From an optimization exercise on the open Yosys and OpenROAD flow, aimed at small area; shortcuts taken in it are not production practice.
At most, simulation tests tie the RTL to the original design; equivalence was not proved.
Power figures rest on the tool's default switching activity, not on a simulated workload.

==> flow/design.v (excerpt) <==
module rs485_line_receiver_select_top
(
  input  logic        clk_i,
  input  logic        rst_ni,
  input  logic        cfg_we_i,
  input  logic [0:0]  cfg_index_i,
  input  logic [63:0] cfg_data_i,
  input  logic        in_valid_i,
  output logic        in_ready_o,
  input  rlrs_pkg::in_word_t    in_word_i,
  output logic        out_valid_o,
  input  logic        out_ready_i,
  output rlrs_pkg::out_word_t   out_word_o
);
Settings: LEC_CHECK=0, CAP_MARGIN=20, CORE_MARGIN=2, CORE_UTILIZATION=40, GPL_TIMING_DRIVEN=0, SLEW_MARGIN=20, SYNTH_HIERARCHICAL=1; clock period 5.0 ns.
standard.sh (not shown) runs the stock make flow with config.mk's settings and CLKGATE_MAP_FILE= SYNTH_SCRIPT=/design/flow/synth_recipe.tcl, a recipe that flattens the netlist after the stock synthesis.
==> flow/flow/run.sh <==
#!/bin/bash
# Own layout flow: the standard steps (standard.sh), with two changes to how
# the layout is made: every input and output port gets a buf_1 cell as its port
# buffer (instead of clkdlybuf4s50_1), and clock tree synthesis runs without
# dummy loads and with larger sink clusters. Each step's full output goes to a
# log file of its own in the work folder; ORFS's own logs stay under orfs/logs/.
set -euo pipefail
bash standard.sh synth > log_synth.txt 2>&1
bash standard.sh floorplan > log_floorplan.txt 2>&1
bash standard.sh place "BUFFER_PORTS_ARGS=-buffer_cell sky130_fd_sc_hd__buf_1" > log_place.txt 2>&1
bash standard.sh cts "CTS_ARGS=-sink_clustering_enable -repair_clock_nets -dont_use_dummy_load -sink_clustering_size 25 -sink_clustering_max_diameter 80" > log_cts.txt 2>&1
bash standard.sh finish > log_finish.txt 2>&1
Edit:
--- a/flow/design.v
+++ b/flow/design.v
@@ -54,12 +54,27 @@
   input  logic [2:0] s_i,
   input  logic [2:0] d_i,
   output logic       y_no
 );
   assign y_no = ~((s_i[0] & d_i[0]) | (s_i[1] & d_i[1]) | (s_i[2] & d_i[2]));
 endmodule
+module rlrs_eq8
+(
+  input  logic [7:0] a_i,
+  input  logic [7:0] b_i,
+  output logic       eq_o
+);
+  assign eq_o = (a_i == b_i);
+endmodule
+module rlrs_z8
+(
+  input  logic [7:0] a_i,
+  output logic       z_o
+);
+  assign z_o = (a_i == 8'h00);
+endmodule
 module rs485_line_receiver_select_top
 (
   input  logic        clk_i,
   input  logic        rst_ni,
   input  logic        cfg_we_i,
   input  logic [0:0]  cfg_index_i,
@@ -99,39 +114,38 @@
   assign eol        = (in_word_i.byte_value == rlrs_pkg::CHAR_LF) || (in_word_i.byte_value == rlrs_pkg::CHAR_CR);
   always_comb begin
     for (int k = 0; k < rlrs_pkg::PREFIX_LEN; k++) prefix[8*k +: 8] = line_mem_q[k];
     for (int k = 0; k < rlrs_pkg::TEXT_LEN; k++)   text[8*k +: 8]   = line_mem_q[rlrs_pkg::PREFIX_LEN + k];
   end
   logic [3:0] n_chars;
-  logic       cmp_go, cmp_res, tin, iin;
-  logic [7:0] tc, ic;
+  logic [8:0] tin, iin, zt, zi, endt, endi, same, run;
+  logic [7:0] eq;
   assign n_chars = ident_set_q ? n_chars_q : 4'd0;
-  always_comb begin
-    cmp_go  = 1'b1;
-    cmp_res = 1'b0;
-    tin = 1'b0; iin = 1'b0; tc = '0; ic = '0;
+  for (genvar k = 0; k < rlrs_pkg::TEXT_LEN; k++) begin : g_cmp
+    rlrs_z8 u_zt (.a_i(text[8*k +: 8]), .z_o(zt[k]));
+    if (k < rlrs_pkg::IDENT_MAX) begin : g_id
+      rlrs_z8  u_zi (.a_i(unit_ident_q[8*k +: 8]), .z_o(zi[k]));
+      rlrs_eq8 u_eq (.a_i(text[8*k +: 8]), .b_i(unit_ident_q[8*k +: 8]), .eq_o(eq[k]));
+    end else begin : g_end
+      assign zi[k] = 1'b1;
+    end
+  end
+  always_comb begin
     for (int k = 0; k < rlrs_pkg::TEXT_LEN; k++) begin
-      tin = rlrs_pkg::LINE_AW'(rlrs_pkg::PREFIX_LEN + k) < wp_q;
-      iin = (k < rlrs_pkg::IDENT_MAX) && (4'(k) < n_chars);
-      tc  = text[8*k +: 8];
-      ic  = unit_ident_q[8*(k % rlrs_pkg::IDENT_MAX) +: 8];
-      if (cmp_go) begin
-        if (tin && iin) begin
-          if (tc != ic)          begin cmp_res = 1'b1; cmp_go = 1'b0; end
-          else if (tc == 8'h00)  begin cmp_res = 1'b0; cmp_go = 1'b0; end
-        end else if (tin) begin
-          cmp_res = (tc != 8'h00); cmp_go = 1'b0;
-        end else if (iin) begin
-          cmp_res = (ic != 8'h00); cmp_go = 1'b0;
-        end else begin
-          cmp_res = 1'b0; cmp_go = 1'b0;
-        end
-      end
+      tin[k] = rlrs_pkg::LINE_AW'(rlrs_pkg::PREFIX_LEN + k) < wp_q;
+      iin[k] = (k < rlrs_pkg::IDENT_MAX) && (4'(k) < n_chars);
+    end
+    run[0] = 1'b1;
+    for (int m = 1; m < rlrs_pkg::TEXT_LEN; m++) run[m] = run[m-1] && tin[m-1] && iin[m-1] && eq[m-1] && !zi[m-1];
+    for (int m = 0; m < rlrs_pkg::TEXT_LEN; m++) begin
+      endt[m] = !tin[m] || zt[m];
+      endi[m] = !iin[m] || zi[m];
+      same[m] = run[m] && endt[m] && endi[m];
     end
     toff = (wp_q >= rlrs_pkg::LINE_AW'(rlrs_pkg::PREFIX_LEN)) &&
-           (prefix == rlrs_pkg::SEL_PREFIX) && cmp_res;
+           (prefix == rlrs_pkg::SEL_PREFIX) && !(|same);
   end
   always_comb begin
     held_d = held_q;
     disc_d = disc_q;
     wp_d   = wp_q;
     wr     = 1'b0;
What happened:
- The new run went through all stages and came out clean
- cell count hardly moves
- wire length went down by 3.1%
- flip-flop and latch count is unchanged
- cell area barely changes
- setup slack improved by 0.076 ns
- total power went down by 1.0%
- fmax went up by 1.7%
- via count went down by 0.34%
- global-route usage went down by 0.81 points
- sequential share of layout area stays flat
- critical path depth is unchanged
Function not checked in the first run of this note: the RTL went through the layout flow alone.

[port drivers added, routing unchanged]
Ports are ideal in the flow. The routed layouts listed here were re-timed in OpenROAD.
Step 1 (the two cells are an assumption about what drives the block):
set clk [get_ports {clk_i}]
set_driving_cell -lib_cell sky130_fd_sc_hd__clkbuf_16 $clk
set_driving_cell -lib_cell sky130_fd_sc_hd__buf_2 [delete_from_list [all_inputs] $clk]
Step 2 times the ports against the registers' clock, not the clock port: input delays grow and output delays shrink by t, the midpoint of the rising clock arrivals with the driver on.
Slacks: ideal ports / drivers / drivers and shift; pairs: ideal ports / drivers.
run	t (ns)	slack for setup (ns)	worst hold slack (ns)	worst setup path at the end	latest minus earliest clock arrival (ns)
the first run	0.645	0.480 / 0.510 / -0.135	0.448 / 0.448 / 0.448	input to register	0.045 / 0.045
the second run	0.653	0.556 / 0.519 / -0.133	0.447 / 0.447 / 0.447	input to register	0.039 / 0.039
Met with ideal ports but missed after step 2: setup timing in the first run and the second run. For the second run, which loses most, drivers alone change the setup slack by -0.037 ns; drivers and shift together by -0.689 ns.
